From an optimization exercise on the open Yosys and OpenROAD flow, aimed at small area; shortcuts taken in it are not production practice.

==> 03-27: inputs <==
==> flow/design.v <==
module decode_stage_p #(
    parameter int XLEN  = 32,
    parameter int NREG  = 32,
    parameter int CNT_W = 16
) (
    input  logic             clk,
    input  logic             rst,
    input  logic             in_valid,
    input  logic [31:0]      instr,
    input  logic [XLEN-1:0]  pc_plus4,
    input  logic             wb_we,
    input  logic [4:0]       wb_addr,
    input  logic [XLEN-1:0]  wb_data,
    input  logic             ex_memread,
    input  logic             ex_regwrite,
    input  logic [4:0]       ex_dst,
    input  logic             mem_memread,
    input  logic             mem_regwrite,
    input  logic [4:0]       mem_dst,
    input  logic [XLEN-1:0]  mem_alu,
    output logic             pc_write,
    output logic             ifid_write,
    output logic             ifid_flush,
    output logic             pc_src,
    output logic [XLEN-1:0]  branch_target,
    output logic             illegal_op,
    output logic [CNT_W-1:0] stall_cnt,
    output logic [CNT_W-1:0] flush_cnt,
    output logic             idex_valid,
    output logic [3:0]       idex_ex,
    output logic [2:0]       idex_m,
    output logic [1:0]       idex_wb,
    output logic [4:0]       idex_rs,
    output logic [4:0]       idex_rt,
    output logic [4:0]       idex_rd,
    output logic [XLEN-1:0]  idex_imm,
    output logic [XLEN-1:0]  idex_d1,
    output logic [XLEN-1:0]  idex_d2,
    output logic [XLEN-1:0]  idex_pc4
);
    logic [5:0] op;
    logic [4:0] rs, rt;
    assign op = instr[31:26];
    assign rs = instr[25:21];
    assign rt = instr[20:16];
    logic c_r, c_lw, c_sw, c_addi, c_br, illegal_dec, uses_rt, is_beq;
    assign c_r    = (op == 6'h00);
    assign c_lw   = (op == 6'h23);
    assign c_sw   = (op == 6'h2B);
    assign c_addi = (op == 6'h08);
    assign c_br   = (op[5:1] == 5'b00010);
    assign is_beq = !op[0];
    assign illegal_dec = !(c_r || c_lw || c_sw || c_addi || c_br);
    assign uses_rt = c_r || c_sw || c_br;
    logic [XLEN-1:0] rf [1:NREG-1];
    logic [NREG-1:1] rvalid;
    logic [NREG-1:1] wsel;
    always_comb
        for (int i = 1; i < NREG; i++) wsel[i] = wb_we && (wb_addr == i[4:0]);
    always_ff @(posedge clk or negedge rst) begin
        if (!rst) rvalid <= '0;
        else      rvalid <= rvalid | wsel;
    end
    always_ff @(posedge clk)
        for (int i = 1; i < NREG; i++)
            if (wsel[i]) rf[i] <= wb_data;
    logic [XLEN-1:0] rd1, rd2;
    logic [3:0] wwe_hi;
    logic [7:0] wlo;
    logic [NREG-1:1] ren;
    always_comb begin
        for (int k = 0; k < 4; k++) wwe_hi[k] = wb_we && (wb_addr[4:3] == k[1:0]);
        for (int k = 0; k < 8; k++) wlo[k] = (wb_addr[2:0] == k[2:0]);
    end
    for (genvar i = 1; i < NREG; i++) begin : g_ren
        decode_stage_ren u_ren (.v(rvalid[i]), .a(wwe_hi[i/8]), .b(wlo[i%8]), .y(ren[i]));
    end
    logic [3:0] hi1, hi2;
    logic [7:0] lo1, lo2;
    logic       aeq1, aeq2;
    always_comb begin
        for (int k = 0; k < 4; k++) begin
            hi1[k] = (rs[4:3] == k[1:0]);
            hi2[k] = (rt[4:3] == k[1:0]);
        end
        for (int k = 0; k < 8; k++) begin
            lo1[k] = (rs[2:0] == k[2:0]);
            lo2[k] = (rt[2:0] == k[2:0]);
        end
    end
    assign aeq1 = (wb_addr == rs) && (rs != 5'd0);
    assign aeq2 = (wb_addr == rt) && (rt != 5'd0);
    logic [31:0] sel1 [2];
    logic [31:0] sel2 [2];
    for (genvar q = 0; q < 2; q++) begin : g_sel
        decode_stage_and2 u_w1 (.a(wb_we), .b(aeq1), .y(sel1[q][0]));
        decode_stage_and2 u_w2 (.a(wb_we), .b(aeq2), .y(sel2[q][0]));
        for (genvar i = 1; i < NREG; i++) begin : g_i
            decode_stage_and3 u_s1 (.a(hi1[i/8]), .b(lo1[i%8]), .c(ren[i]), .y(sel1[q][i]));
            decode_stage_and3 u_s2 (.a(hi2[i/8]), .b(lo2[i%8]), .c(ren[i]), .y(sel2[q][i]));
        end
    end
    logic [XLEN-1:0] rdat [32];
    always_comb begin
        rdat[0] = wb_data;
        for (int i = 1; i < NREG; i++) rdat[i] = rf[i];
    end
    for (genvar b = 0; b < XLEN; b++) begin : g_rd
        logic [10:0] t1, t2;
        for (genvar k = 0; k < 10; k++) begin : g_k
            decode_stage_ao3n u1 (.s0(sel1[b/16][3*k]), .d0(rdat[3*k][b]),
                                  .s1(sel1[b/16][3*k+1]), .d1(rdat[3*k+1][b]),
                                  .s2(sel1[b/16][3*k+2]), .d2(rdat[3*k+2][b]), .y(t1[k]));
            decode_stage_ao3n u2 (.s0(sel2[b/16][3*k]), .d0(rdat[3*k][b]),
                                  .s1(sel2[b/16][3*k+1]), .d1(rdat[3*k+1][b]),
                                  .s2(sel2[b/16][3*k+2]), .d2(rdat[3*k+2][b]), .y(t2[k]));
        end
        decode_stage_ao3n u1 (.s0(sel1[b/16][30]), .d0(rdat[30][b]),
                              .s1(sel1[b/16][31]), .d1(rdat[31][b]),
                              .s2(sel1[b/16][31]), .d2(rdat[31][b]), .y(t1[10]));
        decode_stage_ao3n u2 (.s0(sel2[b/16][30]), .d0(rdat[30][b]),
                              .s1(sel2[b/16][31]), .d1(rdat[31][b]),
                              .s2(sel2[b/16][31]), .d2(rdat[31][b]), .y(t2[10]));
        decode_stage_nand11 u_c1 (.a(t1), .y(rd1[b]));
        decode_stage_nand11 u_c2 (.a(t2), .y(rd2[b]));
    end
    logic ex_rs, ex_rt, mem_rs, mem_rt;
    logic load_use, br_alu, br_load, stall, taken, eq, fwd_a, fwd_b;
    logic [XLEN-1:0] cmp_a, cmp_b;
    assign ex_rs  = (rs != 5'd0) && (ex_dst == rs);
    assign ex_rt  = (rt != 5'd0) && (ex_dst == rt);
    assign mem_rs = (rs != 5'd0) && (mem_dst == rs);
    assign mem_rt = (rt != 5'd0) && (mem_dst == rt);
    assign load_use = ex_memread && (ex_rs || (uses_rt && ex_rt));
    assign br_alu   = c_br && ex_regwrite && (ex_rs || ex_rt);
    assign br_load  = c_br && mem_memread && (mem_rs || mem_rt);
    assign stall    = in_valid && (load_use || br_alu || br_load);
    assign fwd_a = mem_regwrite && !mem_memread && mem_rs;
    assign fwd_b = mem_regwrite && !mem_memread && mem_rt;
    assign cmp_a = fwd_a ? mem_alu : rd1;
    assign cmp_b = fwd_b ? mem_alu : rd2;
    assign eq    = (cmp_a == cmp_b);
    assign taken = in_valid && c_br && !stall && (is_beq ? eq : !eq);
    assign pc_write      = !stall;
    assign ifid_write    = !stall;
    assign pc_src        = taken;
    assign ifid_flush    = taken;
    assign branch_target = {pc_plus4[31:2] + {{14{instr[15]}}, instr[15:0]}, pc_plus4[1:0]};
    logic issue;
    logic q_r, q_lw, q_sw, q_addi, q_br;
    logic [15:0] q_imm;
    assign issue = in_valid && !stall;
    always_ff @(posedge clk or negedge rst) begin
        if (!rst) begin
            q_r        <= 1'b0;
            q_lw       <= 1'b0;
            q_sw       <= 1'b0;
            q_addi     <= 1'b0;
            q_br       <= 1'b0;
            idex_rs    <= '0;
            idex_rt    <= '0;
            q_imm      <= '0;
            idex_d1    <= '0;
            idex_d2    <= '0;
            idex_pc4   <= '0;
            illegal_op <= 1'b0;
            stall_cnt  <= '0;
            flush_cnt  <= '0;
        end else begin
            q_r        <= issue && c_r;
            q_lw       <= issue && c_lw;
            q_sw       <= issue && c_sw;
            q_addi     <= issue && c_addi;
            q_br       <= issue && c_br;
            idex_rs    <= rs;
            idex_rt    <= rt;
            q_imm      <= instr[15:0];
            idex_d1    <= rd1;
            idex_d2    <= rd2;
            idex_pc4   <= pc_plus4;
            if (in_valid && illegal_dec) illegal_op <= 1'b1;
            stall_cnt  <= stall_cnt + {{(CNT_W-1){1'b0}}, (stall && stall_cnt != '1)};
            flush_cnt  <= flush_cnt + {{(CNT_W-1){1'b0}}, (taken && flush_cnt != '1)};
        end
    end
    assign idex_valid = q_r || q_lw || q_sw || q_addi || q_br;
    assign idex_ex    = {q_r, q_r, q_br, q_lw || q_sw || q_addi};
    assign idex_m     = {q_br, q_lw, q_sw};
    assign idex_wb    = {q_r || q_lw || q_addi, q_lw};
    assign idex_rd    = q_imm[15:11];
    assign idex_imm   = {{16{q_imm[15]}}, q_imm};
endmodule
module decode_stage_ao3n (
    input  logic s0, d0, s1, d1, s2, d2,
    output logic y
);
    assign y = !((s0 & d0) | (s1 & d1) | (s2 & d2));
endmodule
module decode_stage_and3 (
    input  logic a, b, c,
    output logic y
);
    assign y = a & b & c;
endmodule
module decode_stage_and2 (
    input  logic a, b,
    output logic y
);
    assign y = a & b;
endmodule
module decode_stage_nand11 (
    input  logic [10:0] a,
    output logic        y
);
    assign y = !(&a);
endmodule
module decode_stage_ren (
    input  logic v, a, b,
    output logic y
);
    assign y = v & !(a & b);
endmodule
==> flow/flow/run.sh <==
#!/bin/bash
# Layout flow: the standard flow (standard.sh, unchanged synthesis), with
# three changes to how the layout is made:
# - the input and output port buffers use the smallest buffer cell
#   (sky130_fd_sc_hd__buf_1) instead of the one buffer_ports picks by itself;
#   repair still upsizes any of them that timing or slew needs;
# - timing-driven global placement keeps none of the trial buffering and
#   resizing it does to weight the nets (GPL_KEEP_OVERFLOW=0); the usual
#   repair steps after placement, CTS and global routing still run;
# - clock tree synthesis clusters up to 25 sinks within 100 um per leaf
#   buffer and inserts no dummy loads.
# Each step's full output goes to its own log in this folder; ORFS's per-stage
# logs stay under orfs/logs/.
set -euo pipefail
bash standard.sh synth > synth.log 2>&1
bash standard.sh \
  "BUFFER_PORTS_ARGS=-buffer_cell sky130_fd_sc_hd__buf_1" \
  "GPL_KEEP_OVERFLOW=0" \
  "CTS_ARGS=-sink_clustering_enable -repair_clock_nets -sink_clustering_size 25 -sink_clustering_max_diameter 100 -dont_use_dummy_load" \
  finish > layout.log 2>&1
==> flow/standard.sh <==
#!/bin/bash
# synth_recipe.tcl (not shown) runs the flow's synth.tcl, then flattens the netlist and writes it again
# the make line also repeats each setting of config.mk as NAME=value (left out here)
make -C /OpenROAD-flow-scripts/flow DESIGN_CONFIG=/design/flow/config.mk WORK_HOME=/design/flow/orfs CLKGATE_MAP_FILE= SYNTH_SCRIPT=/design/flow/synth_recipe.tcl "${@:-finish}"
==> flow/config.mk <==
export PLATFORM = sky130hd
export DESIGN_NAME = decode_stage_p
export DESIGN_NICKNAME = decode_stage_p
export VERILOG_FILES = /design/flow/design.v
export SDC_FILE = /design/flow/constraint.sdc
export NUM_CORES = 4
export LEC_CHECK = 0
export CAP_MARGIN = 5
export CORE_MARGIN = 2
export CORE_UTILIZATION = 60
export GPL_TIMING_DRIVEN = 1
export SETUP_SLACK_MARGIN = 0.4
export SLEW_MARGIN = 5
export SYNTH_HIERARCHICAL = 1
export SYNTH_MINIMUM_KEEP_SIZE = 0
==> flow/constraint.sdc <==
create_clock -name core_clock -period 8.0 [get_ports {clk}]
set_input_delay 1.6000 -clock core_clock [delete_from_list [all_inputs] [get_ports {clk}]]
set_output_delay 1.6000 -clock core_clock [all_outputs]
set_load 0.01 [all_outputs]
==> 01-24 (differences from 03-27) <==
--- a/flow/design.v
+++ b/flow/design.v
@@ -66,27 +66,8 @@
             if (wsel[i]) rf[i] <= wb_data;
     logic [XLEN-1:0] rd1, rd2;
-    logic [3:0] wwe_hi;
-    logic [7:0] wlo;
     logic [NREG-1:1] ren;
-    always_comb begin
-        for (int k = 0; k < 4; k++) wwe_hi[k] = wb_we && (wb_addr[4:3] == k[1:0]);
-        for (int k = 0; k < 8; k++) wlo[k] = (wb_addr[2:0] == k[2:0]);
-    end
-    for (genvar i = 1; i < NREG; i++) begin : g_ren
-        decode_stage_ren u_ren (.v(rvalid[i]), .a(wwe_hi[i/8]), .b(wlo[i%8]), .y(ren[i]));
-    end
-    logic [3:0] hi1, hi2;
-    logic [7:0] lo1, lo2;
-    logic       aeq1, aeq2;
-    always_comb begin
-        for (int k = 0; k < 4; k++) begin
-            hi1[k] = (rs[4:3] == k[1:0]);
-            hi2[k] = (rt[4:3] == k[1:0]);
-        end
-        for (int k = 0; k < 8; k++) begin
-            lo1[k] = (rs[2:0] == k[2:0]);
-            lo2[k] = (rt[2:0] == k[2:0]);
-        end
-    end
+    always_comb
+        for (int i = 1; i < NREG; i++) ren[i] = rvalid[i] && !wsel[i];
+    logic aeq1, aeq2;
     assign aeq1 = (wb_addr == rs) && (rs != 5'd0);
     assign aeq2 = (wb_addr == rt) && (rt != 5'd0);
@@ -94,4 +75,10 @@
     logic [31:0] sel2 [2];
     for (genvar q = 0; q < 2; q++) begin : g_sel
+        logic [3:0] hi1, hi2;
+        logic [7:0] lo1, lo2;
+        decode_stage_dec2 u_h1 (.a(rs[4:3]), .y(hi1));
+        decode_stage_dec2 u_h2 (.a(rt[4:3]), .y(hi2));
+        decode_stage_dec3 u_l1 (.a(rs[2:0]), .y(lo1));
+        decode_stage_dec3 u_l2 (.a(rt[2:0]), .y(lo2));
         decode_stage_and2 u_w1 (.a(wb_we), .b(aeq1), .y(sel1[q][0]));
         decode_stage_and2 u_w2 (.a(wb_we), .b(aeq2), .y(sel2[q][0]));
@@ -215,8 +202,16 @@
     assign y = !(&a);
 endmodule
-module decode_stage_ren (
-    input  logic v, a, b,
-    output logic y
-);
-    assign y = v & !(a & b);
-endmodule
+module decode_stage_dec2 (
+    input  logic [1:0] a,
+    output logic [3:0] y
+);
+    always_comb
+        for (int k = 0; k < 4; k++) y[k] = (a == k[1:0]);
+endmodule
+module decode_stage_dec3 (
+    input  logic [2:0] a,
+    output logic [7:0] y
+);
+    always_comb
+        for (int k = 0; k < 8; k++) y[k] = (a == k[2:0]);
+endmodule
==> 12-23 (differences from 03-27) <==
==> flow/design.v, changed modules only <==
module decode_stage_p #(
    parameter int XLEN  = 32,
    parameter int NREG  = 32,
    parameter int CNT_W = 16
) (
    input  logic             clk,
    input  logic             rst,
    input  logic             in_valid,
    input  logic [31:0]      instr,
    input  logic [XLEN-1:0]  pc_plus4,
    input  logic             wb_we,
    input  logic [4:0]       wb_addr,
    input  logic [XLEN-1:0]  wb_data,
    input  logic             ex_memread,
    input  logic             ex_regwrite,
    input  logic [4:0]       ex_dst,
    input  logic             mem_memread,
    input  logic             mem_regwrite,
    input  logic [4:0]       mem_dst,
    input  logic [XLEN-1:0]  mem_alu,
    output logic             pc_write,
    output logic             ifid_write,
    output logic             ifid_flush,
    output logic             pc_src,
    output logic [XLEN-1:0]  branch_target,
    output logic             illegal_op,
    output logic [CNT_W-1:0] stall_cnt,
    output logic [CNT_W-1:0] flush_cnt,
    output logic             idex_valid,
    output logic [3:0]       idex_ex,
    output logic [2:0]       idex_m,
    output logic [1:0]       idex_wb,
    output logic [4:0]       idex_rs,
    output logic [4:0]       idex_rt,
    output logic [4:0]       idex_rd,
    output logic [XLEN-1:0]  idex_imm,
    output logic [XLEN-1:0]  idex_d1,
    output logic [XLEN-1:0]  idex_d2,
    output logic [XLEN-1:0]  idex_pc4
);
    logic [5:0] op;
    logic [4:0] rs, rt;
    assign op = instr[31:26];
    assign rs = instr[25:21];
    assign rt = instr[20:16];
    logic c_r, c_lw, c_sw, c_addi, c_br, illegal_dec, uses_rt, is_beq;
    assign c_r    = (op == 6'h00);
    assign c_lw   = (op == 6'h23);
    assign c_sw   = (op == 6'h2B);
    assign c_addi = (op == 6'h08);
    assign c_br   = (op[5:1] == 5'b00010);
    assign is_beq = !op[0];
    assign illegal_dec = !(c_r || c_lw || c_sw || c_addi || c_br);
    assign uses_rt = c_r || c_sw || c_br;
    logic [XLEN-1:0] rf [1:NREG-1];
    logic [NREG-1:1] rvalid;
    logic [NREG-1:1] wsel;
    always_comb
        for (int i = 1; i < NREG; i++) wsel[i] = wb_we && (wb_addr == i[4:0]);
    always_ff @(posedge clk or negedge rst) begin
        if (!rst) rvalid <= '0;
        else      rvalid <= rvalid | wsel;
    end
    always_ff @(posedge clk)
        for (int i = 1; i < NREG; i++)
            if (wsel[i]) rf[i] <= wb_data;
    logic wt1, wt2;
    logic [XLEN-1:0] rd1, rd2;
    assign wt1 = wb_we && (wb_addr == rs) && (rs != 5'd0);
    assign wt2 = wb_we && (wb_addr == rt) && (rt != 5'd0);
    logic [32:0] sel1, sel2;
    logic [XLEN-1:0] rdat [33];
    always_comb begin
        sel1[0]  = wt1;
        sel2[0]  = wt2;
        rdat[0]  = wb_data;
        sel1[32] = 1'b0;
        sel2[32] = 1'b0;
        rdat[32] = '0;
        for (int i = 1; i < NREG; i++) begin
            sel1[i] = !wt1 && (rs == i[4:0]) && rvalid[i];
            sel2[i] = !wt2 && (rt == i[4:0]) && rvalid[i];
            rdat[i] = rf[i];
        end
    end
    for (genvar b = 0; b < XLEN; b++) begin : g_rd
        logic [10:0] t1, t2;
        for (genvar k = 0; k < 11; k++) begin : g_k
            decode_stage_ao3n u1 (.s0(sel1[3*k]), .d0(rdat[3*k][b]),
                                  .s1(sel1[3*k+1]), .d1(rdat[3*k+1][b]),
                                  .s2(sel1[3*k+2]), .d2(rdat[3*k+2][b]), .y(t1[k]));
            decode_stage_ao3n u2 (.s0(sel2[3*k]), .d0(rdat[3*k][b]),
                                  .s1(sel2[3*k+1]), .d1(rdat[3*k+1][b]),
                                  .s2(sel2[3*k+2]), .d2(rdat[3*k+2][b]), .y(t2[k]));
        end
        assign rd1[b] = !(&t1);
        assign rd2[b] = !(&t2);
    end
    logic ex_rs, ex_rt, mem_rs, mem_rt;
    logic load_use, br_alu, br_load, stall, taken, eq, fwd_a, fwd_b;
    logic [XLEN-1:0] cmp_a, cmp_b;
    assign ex_rs  = (rs != 5'd0) && (ex_dst == rs);
    assign ex_rt  = (rt != 5'd0) && (ex_dst == rt);
    assign mem_rs = (rs != 5'd0) && (mem_dst == rs);
    assign mem_rt = (rt != 5'd0) && (mem_dst == rt);
    assign load_use = ex_memread && (ex_rs || (uses_rt && ex_rt));
    assign br_alu   = c_br && ex_regwrite && (ex_rs || ex_rt);
    assign br_load  = c_br && mem_memread && (mem_rs || mem_rt);
    assign stall    = in_valid && (load_use || br_alu || br_load);
    assign fwd_a = mem_regwrite && !mem_memread && mem_rs;
    assign fwd_b = mem_regwrite && !mem_memread && mem_rt;
    assign cmp_a = fwd_a ? mem_alu : rd1;
    assign cmp_b = fwd_b ? mem_alu : rd2;
    assign eq    = (cmp_a == cmp_b);
    assign taken = in_valid && c_br && !stall && (is_beq ? eq : !eq);
    assign pc_write      = !stall;
    assign ifid_write    = !stall;
    assign pc_src        = taken;
    assign ifid_flush    = taken;
    assign branch_target = {pc_plus4[31:2] + {{14{instr[15]}}, instr[15:0]}, pc_plus4[1:0]};
    logic issue;
    logic q_r, q_lw, q_sw, q_addi, q_br;
    logic [15:0] q_imm;
    assign issue = in_valid && !stall;
    always_ff @(posedge clk or negedge rst) begin
        if (!rst) begin
            q_r        <= 1'b0;
            q_lw       <= 1'b0;
            q_sw       <= 1'b0;
            q_addi     <= 1'b0;
            q_br       <= 1'b0;
            idex_rs    <= '0;
            idex_rt    <= '0;
            q_imm      <= '0;
            idex_d1    <= '0;
            idex_d2    <= '0;
            idex_pc4   <= '0;
            illegal_op <= 1'b0;
            stall_cnt  <= '0;
            flush_cnt  <= '0;
        end else begin
            q_r        <= issue && c_r;
            q_lw       <= issue && c_lw;
            q_sw       <= issue && c_sw;
            q_addi     <= issue && c_addi;
            q_br       <= issue && c_br;
            idex_rs    <= rs;
            idex_rt    <= rt;
            q_imm      <= instr[15:0];
            idex_d1    <= rd1;
            idex_d2    <= rd2;
            idex_pc4   <= pc_plus4;
            if (in_valid && illegal_dec) illegal_op <= 1'b1;
            stall_cnt  <= stall_cnt + {{(CNT_W-1){1'b0}}, (stall && stall_cnt != '1)};
            flush_cnt  <= flush_cnt + {{(CNT_W-1){1'b0}}, (taken && flush_cnt != '1)};
        end
    end
    assign idex_valid = q_r || q_lw || q_sw || q_addi || q_br;
    assign idex_ex    = {q_r, q_r, q_br, q_lw || q_sw || q_addi};
    assign idex_m     = {q_br, q_lw, q_sw};
    assign idex_wb    = {q_r || q_lw || q_addi, q_lw};
    assign idex_rd    = q_imm[15:11];
    assign idex_imm   = {{16{q_imm[15]}}, q_imm};
endmodule
// module decode_stage_and3 removed
// module decode_stage_and2 removed
// module decode_stage_nand11 removed
// module decode_stage_ren removed
==> flow/run.sh (new file) <==
#!/bin/bash
# synth_recipe.tcl (not shown) runs the flow's synth.tcl, then flattens the netlist and writes it again
# the make line also repeats each setting of config.mk as NAME=value (left out here)
make -C /OpenROAD-flow-scripts/flow DESIGN_CONFIG=/design/flow/config.mk WORK_HOME=/design/flow/orfs CLKGATE_MAP_FILE= SYNTH_SCRIPT=/design/flow/synth_recipe.tcl finish
==> flow/config.mk (replaced) <==
export PLATFORM = sky130hd
export DESIGN_NAME = decode_stage_p
export DESIGN_NICKNAME = decode_stage_p
export VERILOG_FILES = /design/flow/design.v
export SDC_FILE = /design/flow/constraint.sdc
export NUM_CORES = 4
export LEC_CHECK = 0
export CAP_MARGIN = 20
export CORE_MARGIN = 2
export CORE_UTILIZATION = 40
export SLEW_MARGIN = 20
export SYNTH_HIERARCHICAL = 1
export SYNTH_MINIMUM_KEEP_SIZE = 0
removed: flow/flow/run.sh
removed: flow/standard.sh
==> flow_summary.toml <==
[synthesis]
synthXorXnorAreaFrac_pct = 1.88
synth_compound_area_share_pct = 17.6

[final_layout]
signal_buffers = 1074
clk_share_pct = 6.40
multi_input_area_um2 = 15000
nFillCells = 9684
multi_input_area_share_pct = 22.4

[worst_setup_path]
cpLargestDelayFamily = "buffers and inverters"
crit_arrival_ps = 6460
cp_slowest_cell = "o211ai_1"

[detailed_routing]
route.met2.wl_um = 89300
vias = 41800

[pwr]
p_per_area_nw_per_um2 = 222
seq-power_mw = 6.95

[clocking]
clock_latency_ps = 770
cts_resized = 173

[status]
check.faults = "setup timing"
status = "finished with violations"

[job]
cap_viol_max_count = 0

[timing]
fin_ws_ps = -55.2
setup_violations = 2
(the above is from 12-23)
==> flow_summary.toml <==
[timing]
fin_ws_ps = 110
setup_violations = 0

[synthesis]
synthXorXnorAreaFrac_pct = 1.98
synth_compound_area_share_pct = 18.0

[final_layout]
signal_buffers = 467
multi_input_area_um2 = 15600
nFillCells = 5628
multi_input_area_share_pct = 27.9
clk_share_pct = 2.36

[job]
cap_viol_max_count = 0

[clocking]
clock_latency_ps = 670

[worst_setup_path]
cpLargestDelayFamily = "simple AND/OR/NAND/NOR gates"
cp_slowest_cell = "or3_4"

[pwr]
p_per_area_nw_per_um2 = 205

[status]
status = "finished clean"
(the above is from 03-27)
==> flow_summary.toml <==
[clocking]
clock_latency_ps = 690
cts_resized = 327

[synthesis]
synth_compound_area_share_pct = 17.3
synthXorXnorAreaFrac_pct = 2.08

[pwr]
p_per_area_nw_per_um2 = 203

[job]
cap_viol_max_count = 1

[timing]
fin_ws_ps = -43.3
setup_violations = 2

[worst_setup_path]
crit_arrival_ps = 6440
cp_slowest_cell = "and3_1"

[status]
status = "finished with violations"
check.faults = "setup timing"

[final_layout]
clk_share_pct = 2.34
multi_input_area_um2 = 15800

[detailed_routing]
route.met2.wl_um = 83100
(the above is from 01-24)
No run of this note included a check of the RTL's function; only the layout flow was run.

## afterwards: timing with drivers on the ports
In the flow no input, the clock included, has a driving cell. The finished layouts below were timed again as built, in two steps. Step 1 assumes that a clkbuf_16 drives the clock port and a buf_2 every other input. Step 2 also shifts input and output timing later by t, the mid clock arrival at the registers, as if the neighbouring blocks saw the same clock. Slacks: ideal / step 1 / step 2; pairs: ideal / step 1.
| run | t (ns) | setup slack, ns | cell pins on the clock port's net |
|---|---|---|---|
| 03-27 | 0.721 | 0.110 / 0.028 / 0.028 | 1 |
| 01-24 | 0.736 | -0.043 / -0.067 / -0.067 | 1 |
| 12-23 | 0.835 | -0.055 / -0.102 / -0.102 | 1 |
The setup slack of 03-27, which loses most, moves by -0.082 ns with the drivers and by -0.082 ns with both steps.
